This design comes from an exercise in tuning for a short achievable clock period and few clock cycles on the open sky130 flow, not from production work.
Where RTL was checked, it was by simulation tests only, not by an equivalence proof against the original.
Power is estimated from default activity; no workload was simulated.

// icache_top
module icache_top (
  input  logic                      clk_i,
  input  logic                      rst_ni,
  input  logic                      flush_i,
  input  logic                      if_req_i,
  input  logic [32-1:0] if_addr_i,
  output logic                      if_ack_o,
  output logic [31:0]               if_data_o,
  output logic                      m_arvalid_o,
  output logic [32-1:0] m_araddr_o,
  input  logic                      m_arready_i,
  input  logic                      m_rvalid_i,
  input  logic [31:0]               m_rdata_i,
  output logic                      m_rready_o
);
Size: ~2800 flip-flops, ~140 I/O pins, roughly 130000 sq um of cells after synthesis.
Settings: LEC_CHECK=0, ABC_CLOCK_PERIOD_IN_PS=1500, CAP_MARGIN=20, CORE_MARGIN=2, CORE_UTILIZATION=55, PLACE_DENSITY=0.65, SETUP_SLACK_MARGIN=2.8, SLEW_MARGIN=20, TNS_END_PERCENT=20; clock period 6.0 ns.
standard.sh (not shown) runs the stock make flow with config.mk's settings and CLKGATE_MAP_FILE= SYNTH_SCRIPT=/design/flow/synth_recipe.tcl, a recipe that flattens the netlist after the stock synthesis.
==> flow/flow/run.sh <==
#!/bin/bash
# Standard ORFS layout, with the delay cells kept out of the port buffers and
# timing repair (plain buffers are faster for the I/O paths).
set -euo pipefail
export DONT_USE_CELLS="sky130_fd_sc_hd__clkdlybuf4s15_1 sky130_fd_sc_hd__clkdlybuf4s15_2 sky130_fd_sc_hd__clkdlybuf4s18_1 sky130_fd_sc_hd__clkdlybuf4s18_2 sky130_fd_sc_hd__clkdlybuf4s25_1 sky130_fd_sc_hd__clkdlybuf4s25_2 sky130_fd_sc_hd__clkdlybuf4s50_1 sky130_fd_sc_hd__clkdlybuf4s50_2 sky130_fd_sc_hd__dlygate4sd1_1 sky130_fd_sc_hd__dlygate4sd2_1 sky130_fd_sc_hd__dlygate4sd3_1 sky130_fd_sc_hd__dlymetal6s2s_1 sky130_fd_sc_hd__dlymetal6s4s_1 sky130_fd_sc_hd__dlymetal6s6s_1"
export BUFFER_PORTS_ARGS="-buffer_cell sky130_fd_sc_hd__buf_4"
bash standard.sh > standard.log 2>&1
The baseline finished clean.
Rerun with:
==> flow/config.mk (replaced) <==
export PLATFORM = sky130hd
export DESIGN_NAME = icache_top
export DESIGN_NICKNAME = icache_top
export VERILOG_FILES = /design/flow/design.v
export SDC_FILE = /design/flow/constraint.sdc
export NUM_CORES = 4
export LEC_CHECK = 0
export ABC_CLOCK_PERIOD_IN_PS = 3500
export CAP_MARGIN = 20
export CORE_MARGIN = 2
export CORE_UTILIZATION = 45
export PLACE_DENSITY = 0.6
export SETUP_SLACK_MARGIN = 2.5
export SLEW_MARGIN = 20
Effect: The new run finished clean. Core utilization came out lower by 11 points. Sequential share of layout area went down by 0.35 points. Routed wire length increases by 1.1%.
No run of this note included a check of the RTL's function; only the layout flow was run.

Another version of the RTL of icache_top (not shown whole).
Size in the first run: about 2900 flip-flops, about 140 I/O pins, roughly 0.12 mm2 of cells after synthesis.
clock: 6.0 ns
lec_check: 0
abc_clock_period_in_ps: 3500
cap_margin: 20
core_margin: 2
core_utilization: 45
place_density: 0.6
setup_slack_margin: 2.5
slew_margin: 20
Scripts as last shown in full above: flow/flow/run.sh
Testbench counts at the start, summed over its fixed seeds: cycles 29,311.
==> next run, changes <==
==> flow/flow/run.sh (replaced) <==
#!/bin/bash
# Standard ORFS layout, with plain buffers on the ports (faster than the delay
# cells buffer_ports picks by default), and the slow 4-input NOR/OR cells
# added to the platform's don't-use list.
set -euo pipefail
export BUFFER_PORTS_ARGS="-buffer_cell sky130_fd_sc_hd__buf_4"
DU="sky130_fd_sc_hd__probe_p_8 sky130_fd_sc_hd__probec_p_8 sky130_fd_sc_hd__lpflow_bleeder_1 sky130_fd_sc_hd__lpflow_clkbufkapwr_1 sky130_fd_sc_hd__lpflow_clkbufkapwr_16 sky130_fd_sc_hd__lpflow_clkbufkapwr_2 sky130_fd_sc_hd__lpflow_clkbufkapwr_4 sky130_fd_sc_hd__lpflow_clkbufkapwr_8 sky130_fd_sc_hd__lpflow_clkinvkapwr_1 sky130_fd_sc_hd__lpflow_clkinvkapwr_16 sky130_fd_sc_hd__lpflow_clkinvkapwr_2 sky130_fd_sc_hd__lpflow_clkinvkapwr_4 sky130_fd_sc_hd__lpflow_clkinvkapwr_8 sky130_fd_sc_hd__lpflow_decapkapwr_12 sky130_fd_sc_hd__lpflow_decapkapwr_3 sky130_fd_sc_hd__lpflow_decapkapwr_4 sky130_fd_sc_hd__lpflow_decapkapwr_6 sky130_fd_sc_hd__lpflow_decapkapwr_8 sky130_fd_sc_hd__lpflow_inputiso0n_1 sky130_fd_sc_hd__lpflow_inputiso0p_1 sky130_fd_sc_hd__lpflow_inputiso1n_1 sky130_fd_sc_hd__lpflow_inputiso1p_1 sky130_fd_sc_hd__lpflow_inputisolatch_1 sky130_fd_sc_hd__lpflow_isobufsrc_1 sky130_fd_sc_hd__lpflow_isobufsrc_16 sky130_fd_sc_hd__lpflow_isobufsrc_2 sky130_fd_sc_hd__lpflow_isobufsrc_4 sky130_fd_sc_hd__lpflow_isobufsrc_8 sky130_fd_sc_hd__lpflow_isobufsrckapwr_16 sky130_fd_sc_hd__lpflow_lsbuf_lh_hl_isowell_tap_1 sky130_fd_sc_hd__lpflow_lsbuf_lh_hl_isowell_tap_2 sky130_fd_sc_hd__lpflow_lsbuf_lh_hl_isowell_tap_4 sky130_fd_sc_hd__lpflow_lsbuf_lh_isowell_4 sky130_fd_sc_hd__lpflow_lsbuf_lh_isowell_tap_1 sky130_fd_sc_hd__lpflow_lsbuf_lh_isowell_tap_2 sky130_fd_sc_hd__lpflow_lsbuf_lh_isowell_tap_4 "
for c in nor4 nor4b nor4bb or4 or4b or4bb; do for s in 1 2 4; do DU="$DU sky130_fd_sc_hd__${c}_${s}"; done; done
bash standard.sh "DONT_USE_CELLS=$DU" finish > standard.log 2>&1
Utilization fell by 0.27 points.
Total power stays flat.
Cell area decreases by 0.42%.
Clock power fell by about 3%.
Worst hold slack loses 22 ps.
Clock-buffer cell count falls by 16.
Global-route usage hardly moves.

==> separate check: timing with driven ports <==
No port has a modelled driver above. Below, the same layouts with a new extraction and two added sets of constraints.
Step 1 sets driving cells, clkbuf_16 on the clock port and buf_2 on the other inputs (assumed; they add their load-dependent delay and slew).
Step 2 moves the port delays by t, midway between the first and last clock arrival at a register: inputs arrive t later, outputs are due t later. That takes back most of the time a late clock gives input paths.
Slacks: ideal ports / drivers / drivers and shift; pairs: ideal ports / drivers.
run | t, ns | setup WS [ns] | slew at the worst register clock pin (ns) | cell pins on the clock port's net
the first run of note 1 | 1.045 | 1.802 / 1.628 / 0.981 | 0.07 / 0.07 | 1
the second run of note 1 | 1.020 | 1.908 / 1.742 / 1.246 | 0.07 / 0.07 | 1
the first run of note 2 | 0.944 | 2.149 / 2.086 / 1.357 | 0.08 / 0.08 | 1
the second run of note 2 | 0.938 | 2.303 / 2.002 / 1.562 | 0.07 / 0.07 | 1
After both steps setup and hold are still met in every run listed. The setup slack of the first run of note 1, which loses most, moves by -0.174 ns with the drivers and by -0.821 ns with both steps.
